From an optimization exercise on the open Yosys and OpenROAD flow, aimed at small area and a short achievable clock period; shortcuts taken in it are not production practice.
Function was checked by simulation only, so behaviour that the tests miss may differ from the original.
No activity file was given, so power comes from the tool's default toggle rates.

==> zinc: inputs <==
==> flow/design.v <==
package elastic_memory_responder_pkg;
  localparam int DATA_WIDTH        = 16;
  localparam int ADDRESS_WIDTH     = 10;
  localparam int LOAD_CYCLE        = 3;
  localparam int DEFAULT_MEM_DEPTH = 256;
endpackage
module memory_array
#(
  parameter int DATA_WIDTH = elastic_memory_responder_pkg::DATA_WIDTH,
  parameter int ROWS       = 16,
  parameter int COLS       = 16,
  parameter int GROUP_ROWS = 4,
  parameter int GROUPS     = ROWS / GROUP_ROWS
) (
  input  logic                  clk,
  input  logic [ROWS-1:0]       i_row_wr,    
  input  logic [ROWS-1:0]       i_row_rd,    
  input  logic [COLS-1:0]       i_col,       
  input  logic [DATA_WIDTH-1:0] i_wdata,
  output logic [GROUPS-1:0][DATA_WIDTH-1:0] o_part
);
  logic [DATA_WIDTH-1:0] r_mem [ROWS*COLS];
  always_ff @(posedge clk) begin
    for (int r = 0; r < ROWS; r++) begin
      for (int c = 0; c < COLS; c++) begin
        if (i_row_wr[r] && i_col[c]) begin
          r_mem[r*COLS+c] <= i_wdata;
        end
      end
    end
  end
  logic [DATA_WIDTH-1:0] w_row_data [ROWS];
  always_comb begin
    for (int r = 0; r < ROWS; r++) begin
      w_row_data[r] = '0;
      for (int c = 0; c < COLS; c++) begin
        w_row_data[r] = w_row_data[r] | ({DATA_WIDTH{i_col[c]}} & r_mem[r*COLS+c]);
      end
    end
    for (int g = 0; g < GROUPS; g++) begin
      o_part[g] = '0;
      for (int rr = 0; rr < GROUP_ROWS; rr++) begin
        o_part[g] = o_part[g] | ({DATA_WIDTH{i_row_rd[g*GROUP_ROWS+rr]}} & w_row_data[g*GROUP_ROWS+rr]);
      end
    end
  end
endmodule
module elastic_memory_responder
#(
  parameter int DATA_WIDTH    = elastic_memory_responder_pkg::DATA_WIDTH,
  parameter int ADDRESS_WIDTH = elastic_memory_responder_pkg::ADDRESS_WIDTH,
  parameter int MEM_DEPTH     = elastic_memory_responder_pkg::DEFAULT_MEM_DEPTH,
  parameter int READ_CYCLE    = elastic_memory_responder_pkg::LOAD_CYCLE
) (
  input  logic                     clk,
  input  logic                     reset,
  input  logic                     start_exec,
  input  logic                     init_write,
  input  logic [ADDRESS_WIDTH-1:0] init_address,
  input  logic [DATA_WIDTH-1:0]    init_data,
  input  logic                     req_valid,
  output logic                     req_stop,
  input  logic                     req_write,
  input  logic [ADDRESS_WIDTH-1:0] req_address,
  input  logic [DATA_WIDTH-1:0]    req_write_data,
  output logic                     resp_valid,
  input  logic                     resp_stop,
  output logic [DATA_WIDTH-1:0]    resp_data
);
  localparam int COLS       = 32;
  localparam int ROWS       = MEM_DEPTH / COLS;
  localparam int GROUP_ROWS = 2;
  localparam int GROUPS     = ROWS / GROUP_ROWS;
  logic                    r_exec_en;
  logic                    r_req_stop;
  logic                    r_resp_valid;
  logic [READ_CYCLE-2:0]   r_rd_pipe;      
  logic [DATA_WIDTH-1:0]   r_rdata;
  logic [ROWS-1:0]         r_row_wr;
  logic [ROWS-1:0]         r_row_rd;
  logic [COLS-1:0]         r_col;
  logic [DATA_WIDTH-1:0]   r_wdata;
  logic [GROUPS-1:0][DATA_WIDTH-1:0] r_part;
  logic                    w_req_fire;
  logic                    w_rd_fire;
  logic                    w_exec_next;
  logic                    w_resp_hold;
  logic                    w_wr;
  logic [ADDRESS_WIDTH-1:0] w_addr;
  logic [ROWS-1:0]         w_row;
  logic [COLS-1:0]         w_col;
  logic [GROUPS-1:0][DATA_WIDTH-1:0] w_part;
  logic [DATA_WIDTH-1:0]   w_rdata;
  assign w_req_fire  = req_valid & ~r_req_stop;
  assign w_rd_fire   = w_req_fire & ~req_write;
  assign w_exec_next = ~reset & (r_exec_en | start_exec);
  assign w_resp_hold = r_resp_valid & resp_stop;
  always_ff @(posedge clk) begin
    if (reset) begin
      r_exec_en <= 1'b0;
    end else if (start_exec) begin
      r_exec_en <= 1'b1;
    end
  end
  always_ff @(posedge clk) begin
    if (reset) begin
      r_rd_pipe    <= '0;
      r_resp_valid <= 1'b0;
    end else begin
      r_rd_pipe    <= {r_rd_pipe[READ_CYCLE-3:0], w_rd_fire};
      r_resp_valid <= r_rd_pipe[READ_CYCLE-2] | w_resp_hold;
    end
  end
  always_ff @(posedge clk) begin
    r_req_stop <= ~w_exec_next | w_rd_fire | (|r_rd_pipe) | w_resp_hold;
  end
  assign w_addr = r_exec_en ? req_address : init_address;
  assign w_wr   = r_exec_en ? (req_valid & ~r_req_stop & req_write) : init_write;
  always_comb begin
    for (int r = 0; r < ROWS; r++) begin
      w_row[r] = ({1'b0, w_addr} >> 5) == (ADDRESS_WIDTH + 1)'(r);
    end
    for (int c = 0; c < COLS; c++) begin
      w_col[c] = w_addr[5-1:0] == 5'(c);
    end
  end
  always_ff @(posedge clk) begin
    r_row_wr <= w_row & {ROWS{w_wr}};
    r_row_rd <= w_row & {ROWS{w_rd_fire}};
    r_col    <= w_col;
    r_wdata  <= r_exec_en ? req_write_data : init_data;
  end
  memory_array #(
    .DATA_WIDTH (DATA_WIDTH),
    .ROWS       (ROWS),
    .COLS       (COLS),
    .GROUP_ROWS (GROUP_ROWS)
  ) u_memory_array (
    .clk      (clk),
    .i_row_wr (r_row_wr),
    .i_row_rd (r_row_rd),
    .i_col    (r_col),
    .i_wdata  (r_wdata),
    .o_part   (w_part)
  );
  always_ff @(posedge clk) begin
    r_part <= w_part;
  end
  always_comb begin
    w_rdata = '0;
    for (int g = 0; g < GROUPS; g++) begin
      w_rdata = w_rdata | r_part[g];
    end
  end
  always_ff @(posedge clk) begin
    r_rdata <= w_rdata | (r_rdata & {DATA_WIDTH{~r_rd_pipe[1]}});
  end
  assign req_stop   = r_req_stop;
  assign resp_valid = r_resp_valid;
  assign resp_data  = r_rdata;
endmodule
==> flow/run.sh <==
#!/bin/bash
# synth_recipe.tcl (not shown) runs the flow's synth.tcl, then flattens the netlist and writes it again
# the make line also repeats each setting of config.mk as NAME=value (left out here)
make -C /OpenROAD-flow-scripts/flow DESIGN_CONFIG=/design/flow/config.mk WORK_HOME=/design/flow/orfs CLKGATE_MAP_FILE= SYNTH_SCRIPT=/design/flow/synth_recipe.tcl finish
==> flow/config.mk <==
export PLATFORM = sky130hd
export DESIGN_NAME = elastic_memory_responder
export DESIGN_NICKNAME = elastic_memory_responder
export VERILOG_FILES = /design/flow/design.v
export SDC_FILE = /design/flow/constraint.sdc
export NUM_CORES = 4
export LEC_CHECK = 0
export CAP_MARGIN = 20
export CORE_MARGIN = 2
export CORE_UTILIZATION = 70
export CTS_CLUSTER_DIAMETER = 100
export CTS_CLUSTER_SIZE = 25
export SETUP_SLACK_MARGIN = 2.8
export SLEW_MARGIN = 20
==> flow/constraint.sdc <==
create_clock -name core_clock -period 5.0 [get_ports {clk}]
set_input_delay 1.0000 -clock core_clock [delete_from_list [all_inputs] [get_ports {clk}]]
set_output_delay 1.0000 -clock core_clock [all_outputs]
set_load 0.01 [all_outputs]
==> harbor (differences from zinc) <==
--- a/flow/design.v
+++ b/flow/design.v
@@ -67,9 +67,9 @@
   input  logic                     resp_stop,
   output logic [DATA_WIDTH-1:0]    resp_data
 );
-  localparam int COLS       = 32;
+  localparam int COLS       = 16;
   localparam int ROWS       = MEM_DEPTH / COLS;
-  localparam int GROUP_ROWS = 2;
+  localparam int GROUP_ROWS = 4;
   localparam int GROUPS     = ROWS / GROUP_ROWS;
   logic                    r_exec_en;
   logic                    r_req_stop;
@@ -118,10 +118,10 @@
   assign w_wr   = r_exec_en ? (req_valid & ~r_req_stop & req_write) : init_write;
   always_comb begin
     for (int r = 0; r < ROWS; r++) begin
-      w_row[r] = ({1'b0, w_addr} >> 5) == (ADDRESS_WIDTH + 1)'(r);
+      w_row[r] = ({1'b0, w_addr} >> 4) == (ADDRESS_WIDTH + 1)'(r);
     end
     for (int c = 0; c < COLS; c++) begin
-      w_col[c] = w_addr[5-1:0] == 5'(c);
+      w_col[c] = w_addr[3:0] == 4'(c);
     end
   end
   always_ff @(posedge clk) begin
--- a/flow/config.mk
+++ b/flow/config.mk
@@ -7,7 +7,7 @@
 export LEC_CHECK = 0
 export CAP_MARGIN = 20
 export CORE_MARGIN = 2
-export CORE_UTILIZATION = 70
+export CORE_UTILIZATION = 80
 export CTS_CLUSTER_DIAMETER = 100
 export CTS_CLUSTER_SIZE = 25
 export SETUP_SLACK_MARGIN = 2.8
==> xenon (differences from zinc) <==
--- a/flow/design.v
+++ b/flow/design.v
@@ -67,9 +67,9 @@
   input  logic                     resp_stop,
   output logic [DATA_WIDTH-1:0]    resp_data
 );
-  localparam int COLS       = 32;
+  localparam int COLS       = 16;
   localparam int ROWS       = MEM_DEPTH / COLS;
-  localparam int GROUP_ROWS = 2;
+  localparam int GROUP_ROWS = 4;
   localparam int GROUPS     = ROWS / GROUP_ROWS;
   logic                    r_exec_en;
   logic                    r_req_stop;
@@ -118,10 +118,10 @@
   assign w_wr   = r_exec_en ? (req_valid & ~r_req_stop & req_write) : init_write;
   always_comb begin
     for (int r = 0; r < ROWS; r++) begin
-      w_row[r] = ({1'b0, w_addr} >> 5) == (ADDRESS_WIDTH + 1)'(r);
+      w_row[r] = ({1'b0, w_addr} >> 4) == (ADDRESS_WIDTH + 1)'(r);
     end
     for (int c = 0; c < COLS; c++) begin
-      w_col[c] = w_addr[5-1:0] == 5'(c);
+      w_col[c] = w_addr[3:0] == 4'(c);
     end
   end
   always_ff @(posedge clk) begin
--- a/flow/config.mk
+++ b/flow/config.mk
@@ -10,5 +10,5 @@
 export CORE_UTILIZATION = 70
 export CTS_CLUSTER_DIAMETER = 100
 export CTS_CLUSTER_SIZE = 25
-export SETUP_SLACK_MARGIN = 2.8
+export SETUP_SLACK_MARGIN = 2.5
 export SLEW_MARGIN = 20
==> delta (differences from zinc) <==
--- a/flow/design.v
+++ b/flow/design.v
@@ -67,9 +67,9 @@
   input  logic                     resp_stop,
   output logic [DATA_WIDTH-1:0]    resp_data
 );
-  localparam int COLS       = 32;
+  localparam int COLS       = 16;
   localparam int ROWS       = MEM_DEPTH / COLS;
-  localparam int GROUP_ROWS = 2;
+  localparam int GROUP_ROWS = 4;
   localparam int GROUPS     = ROWS / GROUP_ROWS;
   logic                    r_exec_en;
   logic                    r_req_stop;
@@ -118,10 +118,10 @@
   assign w_wr   = r_exec_en ? (req_valid & ~r_req_stop & req_write) : init_write;
   always_comb begin
     for (int r = 0; r < ROWS; r++) begin
-      w_row[r] = ({1'b0, w_addr} >> 5) == (ADDRESS_WIDTH + 1)'(r);
+      w_row[r] = ({1'b0, w_addr} >> 4) == (ADDRESS_WIDTH + 1)'(r);
     end
     for (int c = 0; c < COLS; c++) begin
-      w_col[c] = w_addr[5-1:0] == 5'(c);
+      w_col[c] = w_addr[3:0] == 4'(c);
     end
   end
   always_ff @(posedge clk) begin
==> summary of the runs <==
delta passed the timing, design-rule and antenna checks. zinc passed the timing, design-rule and antenna checks. xenon finished clean. harbor ran to the end with no violations.
Synthesized area is the same in xenon and delta.
Of zinc and delta, zinc has the higher utilization (gap 0.29 points).
Sequential power is about the same in zinc and harbor.
Cell area, highest first: harbor, delta, zinc, xenon.
Of zinc and harbor, zinc has the higher critical path depth (gap 1).
Total power, lowest first: zinc, xenon, delta, harbor.
==> figures <==
quantity	zinc	harbor	delta	xenon
Result of the run	finished clean	finished clean	finished clean	finished clean
Pwr per Cell Area	359 mW/mm^2	364 mW/mm^2	362 mW/mm^2	372 mW/mm^2
Detailed-routed wire length on met2	213000 um	215000 um	194000 um	186000 um
FF-to-FF End	r_part[20]$_DFF_P_	r_part[17]$_DFF_P_	r_part[45]$_DFF_P_	r_part[42]$_DFF_P_
Initial antenna violation count	23	24	24	17
Post-layout instance count excluding filler cells	11100	10700	11000	10900
Crit path buf inv count	3	2	3	1
Number of combinational gates with multiple inputs	3160	3102	3102	3102
Area inside the core boundary	0.215 mm^2	0.190 mm^2	0.217 mm^2	0.217 mm^2
Top achievable clock speed	0.410 GHz	0.368 GHz	0.423 GHz	0.381 GHz
WL met1	156000 um	141000 um	157000 um	153000 um
Final clock period utilization by the worst path	48.8%	54.4%	47.3%	52.5%
Finished layout cell area	0.168 mm^2	0.170 mm^2	0.168 mm^2	0.163 mm^2
Clk_buf instances	311	314	323	336

==> static timing again, ports no longer ideal <==
How much do the figures lean on ideal ports? The routed layouts below were timed once more, with nothing changed but the port constraints. Step 1 (the two cells are an assumption about what drives the block):
set clk [get_ports {clk}]
set_driving_cell -lib_cell sky130_fd_sc_hd__clkbuf_16 $clk
set_driving_cell -lib_cell sky130_fd_sc_hd__buf_2 [delete_from_list [all_inputs] $clk]
Step 2 adds t to the input delays and takes it off the output delays; t is the mean of the earliest and latest rising clock arrival at the registers after step 1. Input paths then give back, and output paths get back, about the clock's delay inside the block. Slacks: no drivers / after step 1 / after step 2; pairs: no drivers / after step 1.
run | t (ns) | setup slack, ns | worst setup path at the end | worst slew at a driven data input, ns
zinc | 0.954 | 2.561 / 2.518 / 2.071 | input to register | 0.06
harbor | 1.000 | 2.280 / 2.280 / 2.144 | input to register | 0.05
xenon | 0.961 | 2.374 / 2.374 / 1.960 | input to register | 0.05
delta | 0.947 | 2.637 / 2.565 / 1.952 | input to register | 0.06
After both steps every run listed still meets setup and hold. The setup slack of delta, which loses most, moves by -0.072 ns with the drivers and by -0.685 ns with both steps.
